From an optimization exercise on the open Yosys and OpenROAD flow, aimed at small area and a short achievable clock period; shortcuts taken in it are not production practice.
The RTL was checked by simulation tests, not by an equivalence proof against the original design.
Power is estimated from default activity; no workload was simulated.

==> inputs of quartz <==
==> flow/design.v <==
module mem_ack_responder (
    input  logic        CLK,
    input  logic        RESET,
    input  logic        MR,
    input  logic        MW,
    input  logic [5:0]  ADDR,
    input  logic [31:0] DIN,
    input  logic [3:0]  BE,
    output logic [31:0] DOUT,
    output logic        ACK_N,
    output logic [1:0]  STATE
);
    logic [1:0]  st_q;      
    logic        lat2_q;    
    logic        busy_q;    
    logic        ack_n_q;
    logic [31:0] dout_q;
    logic [63:0] sel_n_q;   
    logic [31:0] din_q;
    logic [3:0]  be_q;
    logic        wr_q;
    logic        wcommit_n_q;  
    logic [31:0] mem_q [64];
    logic [31:0] rdata_q;
    logic req, idle, fire;
    assign req  = MR | MW;
    assign idle = !busy_q;
    assign fire = lat2_q & req;
    always_ff @(posedge CLK or posedge RESET) begin
        if (RESET) begin
            st_q    <= 2'd0;
            lat2_q  <= 1'b0;
            busy_q  <= 1'b0;
            ack_n_q <= 1'b1;
        end else begin
            lat2_q  <= 1'b0;
            busy_q  <= req || (st_q == 2'd2);
            ack_n_q <= 1'b1;
            case (st_q)
                2'd0: if (req) st_q <= 2'd1;
                2'd1: begin
                    if (!req) st_q <= 2'd0;
                    else if (lat2_q) begin
                        st_q    <= 2'd2;
                        ack_n_q <= 1'b0;
                    end else lat2_q <= 1'b1;
                end
                2'd2: st_q <= 2'd3;
                default: if (!req) st_q <= 2'd0;
            endcase
        end
    end
    always_ff @(posedge CLK) begin
        if (idle) begin
            for (int w = 0; w < 64; w++) sel_n_q[w] <= (ADDR != 6'(w));
            din_q <= DIN;
            be_q  <= BE;
            wr_q  <= MW;
        end
    end
    logic [31:0] rdata;
    always_comb begin
        rdata = '1;
        for (int w = 0; w < 64; w++) rdata = rdata & (mem_q[w] | {32{sel_n_q[w]}});
    end
    always_ff @(posedge CLK) rdata_q <= rdata;
    always_ff @(posedge CLK) wcommit_n_q <= !(fire && wr_q);
    logic [31:0] wdata;
    always_comb begin
        for (int b = 0; b < 4; b++)
            wdata[b*8 +: 8] = be_q[b] ? din_q[b*8 +: 8] : rdata_q[b*8 +: 8];
    end
    always_ff @(posedge CLK) begin
        for (int w = 0; w < 64; w++) begin
            if (!(sel_n_q[w] || wcommit_n_q)) mem_q[w] <= wdata;
        end
    end
    always_ff @(posedge CLK or posedge RESET) begin
        if (RESET) dout_q <= '0;
        else if (fire && !wr_q) dout_q <= rdata_q;
    end
    assign DOUT  = dout_q;
    assign ACK_N = ack_n_q;
    assign STATE = st_q;
endmodule
==> flow/run.sh <==
#!/bin/bash
# synth_recipe.tcl (not shown) runs the flow's synth.tcl, then flattens the netlist and writes it again
# the make line also repeats each setting of config.mk as NAME=value (left out here)
make -C /OpenROAD-flow-scripts/flow DESIGN_CONFIG=/design/flow/config.mk WORK_HOME=/design/flow/orfs CLKGATE_MAP_FILE= SYNTH_SCRIPT=/design/flow/synth_recipe.tcl finish
==> flow/config.mk <==
export PLATFORM = sky130hd
export DESIGN_NAME = mem_ack_responder
export DESIGN_NICKNAME = mem_ack_responder
export VERILOG_FILES = /design/flow/design.v
export SDC_FILE = /design/flow/constraint.sdc
export NUM_CORES = 4
export LEC_CHECK = 0
export CAP_MARGIN = 20
export CORE_MARGIN = 2
export CORE_UTILIZATION = 65
export CTS_CLUSTER_DIAMETER = 80
export CTS_CLUSTER_SIZE = 30
export PLACE_DENSITY = 0.7
export SETUP_SLACK_MARGIN = 2.7
export SLEW_MARGIN = 20
==> flow/constraint.sdc <==
create_clock -name core_clock -period 5.0 [get_ports {CLK}]
set_input_delay 1.0000 -clock core_clock [delete_from_list [all_inputs] [get_ports {CLK}]]
set_output_delay 1.0000 -clock core_clock [all_outputs]
set_load 0.01 [all_outputs]
==> raven (differences from quartz) <==
==> flow/design.v, changed modules only <==
module mem_ack_responder (
    input  logic        CLK,
    input  logic        RESET,
    input  logic        MR,
    input  logic        MW,
    input  logic [5:0]  ADDR,
    input  logic [31:0] DIN,
    input  logic [3:0]  BE,
    output logic [31:0] DOUT,
    output logic        ACK_N,
    output logic [1:0]  STATE
);
    logic [1:0]  st_q;      
    logic        lat2_q;    
    logic        busy_q;    
    logic        ack_n_q;
    logic [31:0] dout_q;
    logic [63:0] sel_n_q;   
    logic [31:0] din_q;
    logic [3:0]  be_q;
    logic        wr_q;
    logic [3:0]  bwe_n_q;   
    logic [31:0] mem_q [64];
    logic req, idle, fire;
    assign req  = MR | MW;
    assign idle = !busy_q;
    assign fire = lat2_q & req;
    always_ff @(posedge CLK or posedge RESET) begin
        if (RESET) begin
            st_q    <= 2'd0;
            lat2_q  <= 1'b0;
            busy_q  <= 1'b0;
            ack_n_q <= 1'b1;
        end else begin
            lat2_q  <= 1'b0;
            busy_q  <= req || (st_q == 2'd2);
            ack_n_q <= 1'b1;
            case (st_q)
                2'd0: if (req) st_q <= 2'd1;
                2'd1: begin
                    if (!req) st_q <= 2'd0;
                    else if (lat2_q) begin
                        st_q    <= 2'd2;
                        ack_n_q <= 1'b0;
                    end else lat2_q <= 1'b1;
                end
                2'd2: st_q <= 2'd3;
                default: if (!req) st_q <= 2'd0;
            endcase
        end
    end
    always_ff @(posedge CLK) begin
        if (idle) begin
            for (int w = 0; w < 64; w++) sel_n_q[w] <= (ADDR != 6'(w));
            din_q <= DIN;
            be_q  <= BE;
            wr_q  <= MW;
        end
    end
    always_ff @(posedge CLK) begin
        bwe_n_q <= (fire && wr_q) ? ~be_q : 4'hF;
    end
    always_ff @(posedge CLK) begin
        for (int w = 0; w < 64; w++) begin
            for (int b = 0; b < 4; b++) begin
                if (!(sel_n_q[w] || bwe_n_q[b])) mem_q[w][b*8 +: 8] <= din_q[b*8 +: 8];
            end
        end
    end
    logic [31:0] rdata;
    always_comb begin
        rdata = '1;
        for (int w = 0; w < 64; w++) rdata = rdata & (mem_q[w] | {32{sel_n_q[w]}});
    end
    always_ff @(posedge CLK or posedge RESET) begin
        if (RESET) dout_q <= '0;
        else if (fire && !wr_q) dout_q <= rdata;
    end
    assign DOUT  = dout_q;
    assign ACK_N = ack_n_q;
    assign STATE = st_q;
endmodule
--- a/flow/config.mk
+++ b/flow/config.mk
@@ -10,6 +10,6 @@
 export CORE_UTILIZATION = 65
 export CTS_CLUSTER_DIAMETER = 80
 export CTS_CLUSTER_SIZE = 30
-export PLACE_DENSITY = 0.7
-export SETUP_SLACK_MARGIN = 2.7
+export PLACE_DENSITY = 0.8
+export SETUP_SLACK_MARGIN = 2.8
 export SLEW_MARGIN = 20
==> nickel (differences from quartz) <==
==> flow/design.v, changed modules only <==
module mem_ack_responder (
    input  logic        CLK,
    input  logic        RESET,
    input  logic        MR,
    input  logic        MW,
    input  logic [5:0]  ADDR,
    input  logic [31:0] DIN,
    input  logic [3:0]  BE,
    output logic [31:0] DOUT,
    output logic        ACK_N,
    output logic [1:0]  STATE
);
    logic [1:0]  st_q;      
    logic        lat2_q;    
    logic        ack_n_q;
    logic [31:0] dout_q;
    logic [63:0] sel_q;     
    logic [31:0] din_q;
    logic [3:0]  be_q;
    logic        wr_q;
    logic [3:0]  bwe_q;     
    logic [31:0] mem_q [64];
    logic req, idle, fire;
    assign req  = MR | MW;
    assign idle = (st_q == 2'd0);
    assign fire = lat2_q & req;
    always_ff @(posedge CLK or posedge RESET) begin
        if (RESET) begin
            st_q    <= 2'd0;
            lat2_q  <= 1'b0;
            ack_n_q <= 1'b1;
        end else begin
            lat2_q  <= 1'b0;
            ack_n_q <= 1'b1;
            case (st_q)
                2'd0: if (req) st_q <= 2'd1;
                2'd1: begin
                    if (!req) st_q <= 2'd0;
                    else if (lat2_q) begin
                        st_q    <= 2'd2;
                        ack_n_q <= 1'b0;
                    end else lat2_q <= 1'b1;
                end
                2'd2: st_q <= 2'd3;
                default: if (!req) st_q <= 2'd0;
            endcase
        end
    end
    always_ff @(posedge CLK) begin
        if (idle) begin
            for (int w = 0; w < 64; w++) sel_q[w] <= (ADDR == 6'(w));
            din_q <= DIN;
            be_q  <= BE;
            wr_q  <= MW;
        end
    end
    always_ff @(posedge CLK) begin
        bwe_q <= (fire && wr_q) ? be_q : 4'h0;
    end
    always_ff @(posedge CLK) begin
        for (int w = 0; w < 64; w++) begin
            for (int b = 0; b < 4; b++) begin
                if (sel_q[w] && bwe_q[b]) mem_q[w][b*8 +: 8] <= din_q[b*8 +: 8];
            end
        end
    end
    logic [31:0] rdata;
    always_comb begin
        rdata = '0;
        for (int w = 0; w < 64; w++) rdata = rdata | (mem_q[w] & {32{sel_q[w]}});
    end
    always_ff @(posedge CLK or posedge RESET) begin
        if (RESET) dout_q <= '0;
        else if (fire && !wr_q) dout_q <= rdata;
    end
    assign DOUT  = dout_q;
    assign ACK_N = ack_n_q;
    assign STATE = st_q;
endmodule
--- a/flow/config.mk
+++ b/flow/config.mk
@@ -7,9 +7,5 @@
 export LEC_CHECK = 0
 export CAP_MARGIN = 20
 export CORE_MARGIN = 2
-export CORE_UTILIZATION = 65
-export CTS_CLUSTER_DIAMETER = 80
-export CTS_CLUSTER_SIZE = 30
-export PLACE_DENSITY = 0.7
-export SETUP_SLACK_MARGIN = 2.7
+export CORE_UTILIZATION = 40
 export SLEW_MARGIN = 20
==> xenon (differences from quartz) <==
==> flow/design.v, changed modules only <==
module mem_ack_responder (
    input  logic        CLK,
    input  logic        RESET,
    input  logic        MR,
    input  logic        MW,
    input  logic [5:0]  ADDR,
    input  logic [31:0] DIN,
    input  logic [3:0]  BE,
    output logic [31:0] DOUT,
    output logic        ACK_N,
    output logic [1:0]  STATE
);
    logic [1:0]  st_q;      
    logic        lat2_q;    
    logic        busy_q;    
    logic        ack_n_q;
    logic [31:0] dout_q;
    logic [63:0] sel_n_q;   
    logic [31:0] din_q;
    logic [3:0]  be_q;
    logic        wr_q;
    logic [3:0]  bwe_n_q;   
    logic [31:0] mem_q [64];
    logic req, idle, fire;
    assign req  = MR | MW;
    assign idle = !busy_q;
    assign fire = lat2_q & req;
    always_ff @(posedge CLK or posedge RESET) begin
        if (RESET) begin
            st_q    <= 2'd0;
            lat2_q  <= 1'b0;
            busy_q  <= 1'b0;
            ack_n_q <= 1'b1;
        end else begin
            lat2_q  <= 1'b0;
            busy_q  <= req || (st_q == 2'd2);
            ack_n_q <= 1'b1;
            case (st_q)
                2'd0: if (req) st_q <= 2'd1;
                2'd1: begin
                    if (!req) st_q <= 2'd0;
                    else if (lat2_q) begin
                        st_q    <= 2'd2;
                        ack_n_q <= 1'b0;
                    end else lat2_q <= 1'b1;
                end
                2'd2: st_q <= 2'd3;
                default: if (!req) st_q <= 2'd0;
            endcase
        end
    end
    always_ff @(posedge CLK) begin
        if (idle) begin
            for (int w = 0; w < 64; w++) sel_n_q[w] <= (ADDR != 6'(w));
            din_q <= DIN;
            be_q  <= BE;
            wr_q  <= MW;
        end
    end
    always_ff @(posedge CLK) begin
        bwe_n_q <= (fire && wr_q) ? ~be_q : 4'hF;
    end
    always_ff @(posedge CLK) begin
        for (int w = 0; w < 64; w++) begin
            for (int b = 0; b < 4; b++) begin
                if (!(sel_n_q[w] || bwe_n_q[b])) mem_q[w][b*8 +: 8] <= din_q[b*8 +: 8];
            end
        end
    end
    logic [31:0] rdata;
    always_comb begin
        rdata = '1;
        for (int w = 0; w < 64; w++) rdata = rdata & (mem_q[w] | {32{sel_n_q[w]}});
    end
    logic [31:0] rdata_q;
    always_ff @(posedge CLK) rdata_q <= rdata;
    always_ff @(posedge CLK or posedge RESET) begin
        if (RESET) dout_q <= '0;
        else if (fire && !wr_q) dout_q <= rdata_q;
    end
    assign DOUT  = dout_q;
    assign ACK_N = ack_n_q;
    assign STATE = st_q;
endmodule
--- a/flow/config.mk
+++ b/flow/config.mk
@@ -10,6 +10,6 @@
 export CORE_UTILIZATION = 65
 export CTS_CLUSTER_DIAMETER = 80
 export CTS_CLUSTER_SIZE = 30
-export PLACE_DENSITY = 0.7
+export PLACE_DENSITY = 0.8
 export SETUP_SLACK_MARGIN = 2.7
 export SLEW_MARGIN = 20
==> reports/qor.txt <==
Multi-input logic area - 11600 um2
Via-to-Cell Ratio - 6.953
Initial core utilization - 65.52%
Critical R2R Capture - mem_q[9][27]
Switch share - 22.05%
Post-synth top area share - 82.10%
Clock buffers created by TritonCTS - 88
Terminating pin of the worst hold path - dout_q[18]
Source of the worst hold timing path - dout_q[18]
Amount of wire on met3 after detailed routing - 28400 um
Run status - finished clean
[end of results for quartz]
==> reports/qor.txt <==
Power share of the combinational group - 4.9%
Net switching power - 0.006423 W
Register share of the cell area - 79.04%
Terminating pin of the worst hold path - bwe_n_q[2]
Initial core utilization - 65.31%
Multi-input logic area - 11350 um2
Run status - finished clean
Layout Area Growth over Synthesis - 5.492%
Largest register FFs - 2048
Internal Power - 0.02464 W
Critical R2R Capture - rdata_q[9]
Source of the worst hold timing path - be_q[2]
Via-to-Cell Ratio - 6.742
Power in sequential cells - 0.0210 W
Number of hold-repair buffers added at the cts stage - 0
Clock buffers created by TritonCTS - 84
[end of results for xenon]
==> reports/qor.txt <==
Multi-input logic area - 11440 um2
Post-synth top area share - 83.14%
Clock buffers created by TritonCTS - 84
Amount of wire on met3 after detailed routing - 55060 um
Fraction of final layout cells with drive strength greater than 1 - 14.50%
Maximum number of pins on one net before global-route repair - 75
Switch share - 22.37%
Worst setup path startpoint - sel_n_q[34]
Run status - finished clean
Via-to-Cell Ratio - 8.149
Initial core utilization - 65.64%
Post-Synth Simple-Gate Area - 4.681%
Async S/R FF share, synth - 1.689%
Critical R2R Capture - dout_q[7]
Terminating pin of the worst hold path - bwe_n_q[2]
[end of results for raven]
==> reports/qor.txt <==
Source of the worst hold timing path - be_q[0]
Amount of wire on met3 after detailed routing - 32680 um
Initial core utilization - 40.30%
Switch share - 32.68%
Count of inverters not on the clock network in the layout - 3
Clock-pin slew on the worst setup and hold paths - 0.06 ns
Multi-input logic area - 12630 um2
Critical R2R Capture - mem_q[20][27]
Run status - finished clean
Primary flip-flop cell chosen by synthesis mapping - sky130_fd_sc_hd__edfxtp_1
Final routed DRC violation total - 0
Clock buffers created by TritonCTS - 206
Via-to-Cell Ratio - 6.416
[end of results for nickel]

-- afterwards: timing with drivers on the ports --
Ports are ideal in the flow. The routed layouts listed here were re-timed in OpenROAD.
Step 1 sets driving cells, clkbuf_16 on the clock port and buf_2 on the other inputs (assumed; they add their load-dependent delay and slew).
Step 2, shift: input delay + t, output delay - t, t = (earliest + latest rising clock arrival at the registers) / 2. This alone moves slack from input paths to output paths.
Three values: ideal ports, drivers, drivers and shift; two values: the first two.
run | t, ns | setup slack, ns | slew at the worst register clock pin (ns)
quartz | 0.800 | 2.634 / 2.553 / 1.942 | 0.12 / 0.12
raven | 0.824 | 2.601 / 2.526 / 2.033 | 0.12 / 0.12
nickel | 0.925 | 1.935 / 1.847 / 1.552 | 0.07 / 0.07
xenon | 0.783 | 2.635 / 2.558 / 2.054 | 0.11 / 0.11
After both steps every run listed still meets setup and hold. For quartz, which loses most, drivers alone change the setup slack by -0.081 ns; drivers and shift together by -0.692 ns.
